Background: an optimization exercise with open tools, aiming at small area. Do not read the settings as production practice.
Power and IR drop assume default switching activity.

==> flow/design.v <==
package matrix_pkg;
    localparam int CLKS_PER_BIT = 16;
    localparam int MAX_DIM      = 5;
    localparam int SLOT_COUNT   = 5;
    localparam int SEED_COUNT   = 3;
    typedef logic [7:0] byte_t;
    typedef logic [7:0] elem_t;
    typedef logic [2:0] dim_t;
    typedef logic [2:0] slot_t;
    typedef logic [MAX_DIM*MAX_DIM*8-1:0] matrix_t;
    typedef enum logic [1:0] {
        MODE_IDLE,
        MODE_STORE,
        MODE_SHOW
    } mode_e;
    localparam matrix_t SEED_DATA_0 = 200'h04_03_02_01;
    localparam matrix_t SEED_DATA_1 = 200'h08_07_06_05;
    localparam matrix_t SEED_DATA_2 = 200'h09_08_07_06_05_04_03_02_01;
    localparam matrix_t SEED_DATA_3 = 200'h0;
    localparam matrix_t SEED_DATA_4 = 200'h0;
    localparam dim_t SEED_M_0 = 3'd2;
    localparam dim_t SEED_M_1 = 3'd2;
    localparam dim_t SEED_M_2 = 3'd3;
    localparam dim_t SEED_M_3 = 3'd0;
    localparam dim_t SEED_M_4 = 3'd0;
    localparam dim_t SEED_N_0 = 3'd2;
    localparam dim_t SEED_N_1 = 3'd2;
    localparam dim_t SEED_N_2 = 3'd3;
    localparam dim_t SEED_N_3 = 3'd0;
    localparam dim_t SEED_N_4 = 3'd0;
endpackage
module matrix_show_top (
    input  logic       clk,
    input  logic       rst_n,
    input  logic       btn,
    input  logic       uart_rx,
    input  logic [4:0] mode_sw,
    output logic       uart_tx
);
    localparam logic [3:0] RB_IDLE = 4'd14, RB_DONE = 4'd12, RB_START = 4'd15, RB_STOP = 4'd8;
    logic [3:0] rx_bit;
    logic [3:0] rx_cnt;
    logic [3:0] rx_lo;       
    logic       rx_hi_ok;    
    logic       rx_done;
    logic       rx_idle;
    logic       rx_end;
    assign rx_end  = (rx_cnt == 4'd15);
    assign rx_idle = (rx_bit[3:2] == 2'b11) && !rx_bit[0];
    assign rx_done = (rx_bit == RB_DONE);
    always_ff @(posedge clk or negedge rst_n) begin
        if (!rst_n) begin
            rx_bit  <= RB_IDLE;
        end else begin
            if (rx_idle) begin
                rx_bit <= uart_rx ? RB_IDLE : RB_START;
            end else if (rx_end) begin
                if (rx_bit == RB_STOP) begin
                    rx_bit <= uart_rx ? RB_DONE : RB_IDLE;
                end else if (rx_bit == RB_START && uart_rx) begin
                    rx_bit <= RB_IDLE;
                end else begin
                    rx_bit <= rx_bit + 4'd1;
                end
            end
        end
    end
    always_ff @(posedge clk) begin
        rx_cnt <= rx_idle ? 4'd8 : rx_cnt + 4'd1;
        if (rx_end && !rx_bit[3]) begin
            if (!rx_bit[2]) rx_lo <= {uart_rx, rx_lo[3:1]};
            rx_hi_ok <= !rx_bit[2] || (rx_hi_ok && (uart_rx ^ rx_bit[1]));
        end
    end
    localparam logic [2:0] D_IDLE = 3'b000, D_SH_M = 3'b010, D_ST_M = 3'b100, D_ST_E = 3'b110;
    logic [2:0] dstate;
    logic       st_m, st_n, st_e, store_mode, show_mode;
    logic [2:0] m_reg;        
    logic [2:0] n_reg;        
    logic       pend;         
    logic [4:0] idx;          
    logic [4:0] tgt;          
    logic [4:0] phase;        
    logic [1:0] fcnt;         
    logic       big3, big4;   
    logic       hf3, hf4;     
    logic       show_busy;
    logic [3:0] ring_a [25];
    logic [3:0] ring_b [25];
    logic       accept, dim_ok, digit_ok, acc_wr, wr_go, last, query;
    logic [4:0] frame_len;
    assign store_mode = dstate[2];
    assign show_mode  = (dstate[2:1] == 2'b01);
    assign st_n       = dstate[0];
    assign st_e       = dstate[2] && dstate[1];
    assign st_m       = !dstate[0] && !st_e;
    assign accept    = rx_done && !show_busy && !btn && (dstate[2:1] != 2'b00);
    assign dim_ok    = rx_hi_ok && (rx_lo >= 4'd1) && (rx_lo <= 4'd5);
    assign digit_ok  = rx_hi_ok && (rx_lo <= 4'd9);
    assign frame_len = 5'd3 + 5'(m_reg) * 5'(n_reg);
    assign last      = (idx == frame_len - 5'd1);
    assign acc_wr    = accept && store_mode && (st_e ? digit_ok : dim_ok);
    assign tgt       = (idx < 5'd3) ? {4'b1101, idx[1]} : idx;
    assign wr_go     = (acc_wr || pend) && (phase == tgt);
    assign query     = accept && st_n && dim_ok && show_mode;
    always_ff @(posedge clk or negedge rst_n) begin
        if (!rst_n) begin
            dstate <= D_IDLE;
            pend   <= 1'b0;
            fcnt   <= 2'd0;
        end else begin
            pend <= (acc_wr || pend) && !wr_go;
            if (wr_go && last && fcnt != 2'd2) begin
                fcnt <= fcnt + 2'd1;
            end
            if (btn) begin
                if (dstate[2:1] == 2'b00) begin
                    case (mode_sw)
                        5'b00001: dstate <= D_ST_M;
                        5'b00100: dstate <= D_SH_M;
                        default:  dstate <= D_IDLE;
                    endcase
                end else begin
                    dstate <= D_IDLE;
                end
            end else if (accept) begin
                if (st_e) begin
                    if (digit_ok && last) dstate <= D_ST_M;
                end else if (dim_ok) begin
                    if (!st_n)          dstate <= dstate | 3'b001;
                    else if (show_mode) dstate <= D_SH_M;
                    else                dstate <= D_ST_E;
                end
            end
        end
    end
    always_ff @(posedge clk) begin
        if (accept && dim_ok && st_m) m_reg <= rx_lo[2:0];
        if (accept && dim_ok && st_n) n_reg <= rx_lo[2:0];
        if (wr_go && last && fcnt == 2'd0) big3 <= (idx == 5'd27);
        if (wr_go && last && fcnt == 2'd1) big4 <= (idx == 5'd27);
        if (!show_busy && phase == 5'd26) begin
            hf3 <= (ring_a[0][2:0] == m_reg) && (ring_a[1][2:0] == rx_lo[2:0]);
            hf4 <= (ring_b[0][2:0] == m_reg) && (ring_b[1][2:0] == rx_lo[2:0]);
        end
        phase <= (phase >= 5'd27) ? 5'd3 : phase + 5'd1;
    end
    always_ff @(posedge clk) begin
        for (int i = 0; i < 24; i++) begin
            ring_a[i] <= ring_a[i+1];
            ring_b[i] <= ring_b[i+1];
        end
        ring_a[24] <= (wr_go && fcnt == 2'd0) ? rx_lo : ring_a[0];
        ring_b[24] <= (wr_go && fcnt == 2'd1) ? rx_lo : ring_b[0];
    end
    logic [2:0] cursor;       
    logic [4:0] hit;
    logic [2:0] match_count;
    logic [2:0] sel;          
    always_comb begin
        hit[0] = (m_reg == 3'd2) && (n_reg == 3'd2);
        hit[1] = hit[0];
        hit[2] = (m_reg == 3'd3) && (n_reg == 3'd3);
        hit[3] = (fcnt != 2'd0) && (big3 ? (m_reg == 3'd5 && n_reg == 3'd5) : hf3);
        hit[4] = (fcnt == 2'd2) && (big4 ? (m_reg == 3'd5 && n_reg == 3'd5) : hf4);
        match_count = '0;
        sel         = '0;
        for (int i = 0; i < 5; i++) begin
            if (hit[i]) begin
                if (match_count == cursor) sel = 3'(i);
                match_count = match_count + 3'd1;
            end
        end
    end
    logic [3:0] tx_cnt;
    logic [3:0] tx_bit;
    logic [3:0] txb;         
    logic [3:0] tap;
    logic       tx_end;
    logic       bitval;
    assign tx_end = show_busy && (tx_cnt == 4'd15);
    always_comb begin
        case (sel)
            3'd3:    tap = ring_a[0];
            3'd4:    tap = ring_b[0];
            default: tap = {idx[3:1] + {~sel[0], ~sel[0], 1'b1}, idx[0]};
        endcase
        if (tx_bit[3])           bitval = 1'b1;
        else if (!tx_bit[2])     bitval = txb[tx_bit[1:0]];
        else                     bitval = 1'b0;
    end
    always_ff @(posedge clk) begin
        if (tx_bit[3]) begin
            case (idx)
                5'd0:    txb <= {1'b0, cursor + 3'd1};
                5'd1:    txb <= {1'b0, m_reg};
                5'd2:    txb <= {1'b0, n_reg};
                default: if (phase == tgt) txb <= tap;
            endcase
        end
    end
    always_ff @(posedge clk or negedge rst_n) begin
        if (!rst_n) begin
            uart_tx   <= 1'b1;
            show_busy <= 1'b0;
        end else if (query) begin
            show_busy <= 1'b1;
        end else if (show_busy && tx_bit == 4'd15 && match_count == '0) begin
            show_busy <= 1'b0;
        end else if (tx_end) begin
            if (tx_bit == 4'd15) begin
                if (cursor == match_count) begin
                    show_busy <= 1'b0;
                end else begin
                    uart_tx <= 1'b0;
                end
            end else if (tx_bit != 4'd9) begin
                uart_tx <= bitval;
            end
        end
    end
    always_ff @(posedge clk) begin
        if (query) begin
            tx_bit <= 4'd15;
            tx_cnt <= 4'd11;
            cursor <= '0;
        end else if (tx_end && tx_bit == 4'd9) begin
            tx_bit <= 4'd15;
            if (idx == frame_len) begin
                cursor <= cursor + 3'd1;
                tx_cnt <= (cursor + 3'd1 == match_count) ? 4'd14 : 4'd10;
            end else begin
                tx_cnt <= 4'd14;
            end
        end else begin
            tx_cnt <= tx_cnt + 4'd1;
            if (tx_end) tx_bit <= tx_bit + 4'd1;
        end
    end
    always_ff @(posedge clk) begin
        if (query || (tx_end && tx_bit == 4'd9 && idx == frame_len)) begin
            idx <= '0;
        end else if ((tx_end && tx_bit == 4'd15) || wr_go) begin
            idx <= idx + 5'd1;
        end else if (!show_busy && st_m && !pend) begin
            idx <= 5'd1;
        end
    end
endmodule
export LEC_CHECK = 0
export CAP_MARGIN = 20
export CORE_MARGIN = 2
export CORE_UTILIZATION = 75
export PLACE_DENSITY = 0.85
export SLEW_MARGIN = 20
create_clock -name core_clock -period 10.0 [get_ports {clk}]
standard.sh (not shown) runs the stock make flow with config.mk's settings and CLKGATE_MAP_FILE= SYNTH_SCRIPT=/design/flow/synth_recipe.tcl, a recipe that flattens the netlist after the stock synthesis.
==> flow/flow/run.sh <==
#!/bin/bash
# Layout flow: the standard flow (standard.sh) in two parts.
#  1. Synthesis as standard, except that ABC maps the logic with an area
#     script (flow/abc_area.script) and adders are left to ABC instead of
#     being mapped to ha/fa cells. Registers are mapped before ABC runs, so
#     they come out as in the standard synthesis.
#  2. The rest of the standard flow, with CTS dummy loads off, smaller
#     clock buffers and the smallest buffer on the ports.
# Each step's full output goes to a log file of its own in this folder.
set -euo pipefail
here=$(pwd)
rm -rf "$here/scripts_abc"
cp -r "$FLOW_HOME/scripts" "$here/scripts_abc"
cp "$here/flow/abc_area.script" "$here/scripts_abc/abc_area.script"

bash standard.sh synth \
  "SCRIPTS_DIR=$here/scripts_abc" "ABC_AREA=1" "ADDER_MAP_FILE=" > synth.log 2>&1

bash standard.sh finish \
  "CTS_ARGS=-sink_clustering_enable -repair_clock_nets -dont_use_dummy_load -buf_list sky130_fd_sc_hd__clkbuf_4 -sink_clustering_size 10 -sink_clustering_max_diameter 30" \
  "BUFFER_PORTS_ARGS=-buffer_cell sky130_fd_sc_hd__buf_1" > finish.log 2>&1
==> flow/flow/abc_area.script <==
strash
ifraig
dc2
resub -K 8
rewrite -z
dc2
strash
dch -f
amap -m -F 4 -A 10
topo
The first run produced a clean layout.
Change:
--- a/flow/flow/run.sh
+++ b/flow/flow/run.sh
@@ -18,4 +18,4 @@
 
 bash standard.sh finish \
-  "CTS_ARGS=-sink_clustering_enable -repair_clock_nets -dont_use_dummy_load -buf_list sky130_fd_sc_hd__clkbuf_4 -sink_clustering_size 10 -sink_clustering_max_diameter 30" \
+  "CTS_ARGS=-sink_clustering_enable -repair_clock_nets -dont_use_dummy_load -buf_list sky130_fd_sc_hd__clkbuf_4 -sink_clustering_size 10 -sink_clustering_max_diameter 40" \
   "BUFFER_PORTS_ARGS=-buffer_cell sky130_fd_sc_hd__buf_1" > finish.log 2>&1
==> flow/flow/abc_area.script (replaced) <==
strash
ifraig
dc2
strash
dch -f
amap -m -F 4 -A 10
topo
=> Die area increases by 0.63%; critical path depth decreases by 9; global-route usage increases by 3.1 points.
Change:
--- a/flow/flow/run.sh
+++ b/flow/flow/run.sh
@@ -18,4 +18,4 @@
 
 bash standard.sh finish \
-  "CTS_ARGS=-sink_clustering_enable -repair_clock_nets -dont_use_dummy_load -buf_list sky130_fd_sc_hd__clkbuf_4 -sink_clustering_size 10 -sink_clustering_max_diameter 40" \
+  "CTS_ARGS=-sink_clustering_enable -repair_clock_nets -dont_use_dummy_load -buf_list sky130_fd_sc_hd__clkbuf_8 -sink_clustering_size 16 -sink_clustering_max_diameter 50" \
   "BUFFER_PORTS_ARGS=-buffer_cell sky130_fd_sc_hd__buf_1" > finish.log 2>&1
==> flow/flow/abc_area.script (replaced) <==
strash
ifraig
dc2
resub -K 8
rewrite -z
dc2
strash
dch -f
amap -m -F 4 -A 10
topo
=> Power grows by roughly a tenth; final area is about the same; cell count goes down by a few percent; sequential power rises by a few percent; setup slack got worse by 140 ps; fmax falls by a few percent; clock skew is higher by 8.8 ps; via count went down by a few percent; routed wire length goes down by a few percent.
Change:
--- a/flow/flow/run.sh
+++ b/flow/flow/run.sh
@@ -18,4 +18,4 @@
 
 bash standard.sh finish \
-  "CTS_ARGS=-sink_clustering_enable -repair_clock_nets -dont_use_dummy_load -buf_list sky130_fd_sc_hd__clkbuf_8 -sink_clustering_size 16 -sink_clustering_max_diameter 50" \
+  "CTS_ARGS=-sink_clustering_enable -repair_clock_nets -dont_use_dummy_load -buf_list sky130_fd_sc_hd__clkbuf_4 -sink_clustering_size 8 -sink_clustering_max_diameter 35" \
   "BUFFER_PORTS_ARGS=-buffer_cell sky130_fd_sc_hd__buf_1" > finish.log 2>&1
=>
- final area is about the same
- sequential share of layout area falls by 0.15 points
- core utilization rises by 0.18 points
- via count rises by 1.2%
- die area stays the same
- power rises by about 0.7%
- maximum frequency falls by about 4%
- area after synthesis stays the same
No run of this note included a check of the RTL's function; only the layout flow was run.

-- what the ideal ports hide --
Ports are ideal in the flow. The routed layouts listed here were re-timed in OpenROAD.
Step 1 sets driving cells, clkbuf_16 on the clock port and buf_2 on the other inputs (assumed; they add their load-dependent delay and slew).
Step 2 times the ports against the registers' clock, not the clock port: input delays grow and output delays shrink by t, the midpoint of the rising clock arrivals with the driver on.
Slacks: no drivers / after step 1 / after step 2; pairs: no drivers / after step 1.
run	t, ns	slack for setup (ns)	worst setup path at the end	worst slew at a driven data input, ns
the first run	0.569	5.518 / 5.518 / 5.340	input to register	0.03
the second run	0.636	5.447 / 5.449 / 4.813	input to register	0.04
the third run	0.514	5.306 / 5.306 / 5.199	input to register	0.03
the fourth run	0.578	5.108 / 5.108 / 5.096	input to register	0.03
After both steps every run listed still meets setup and hold. The setup slack of the second run, which loses most, moves by +0.002 ns with the drivers and by -0.634 ns with both steps.
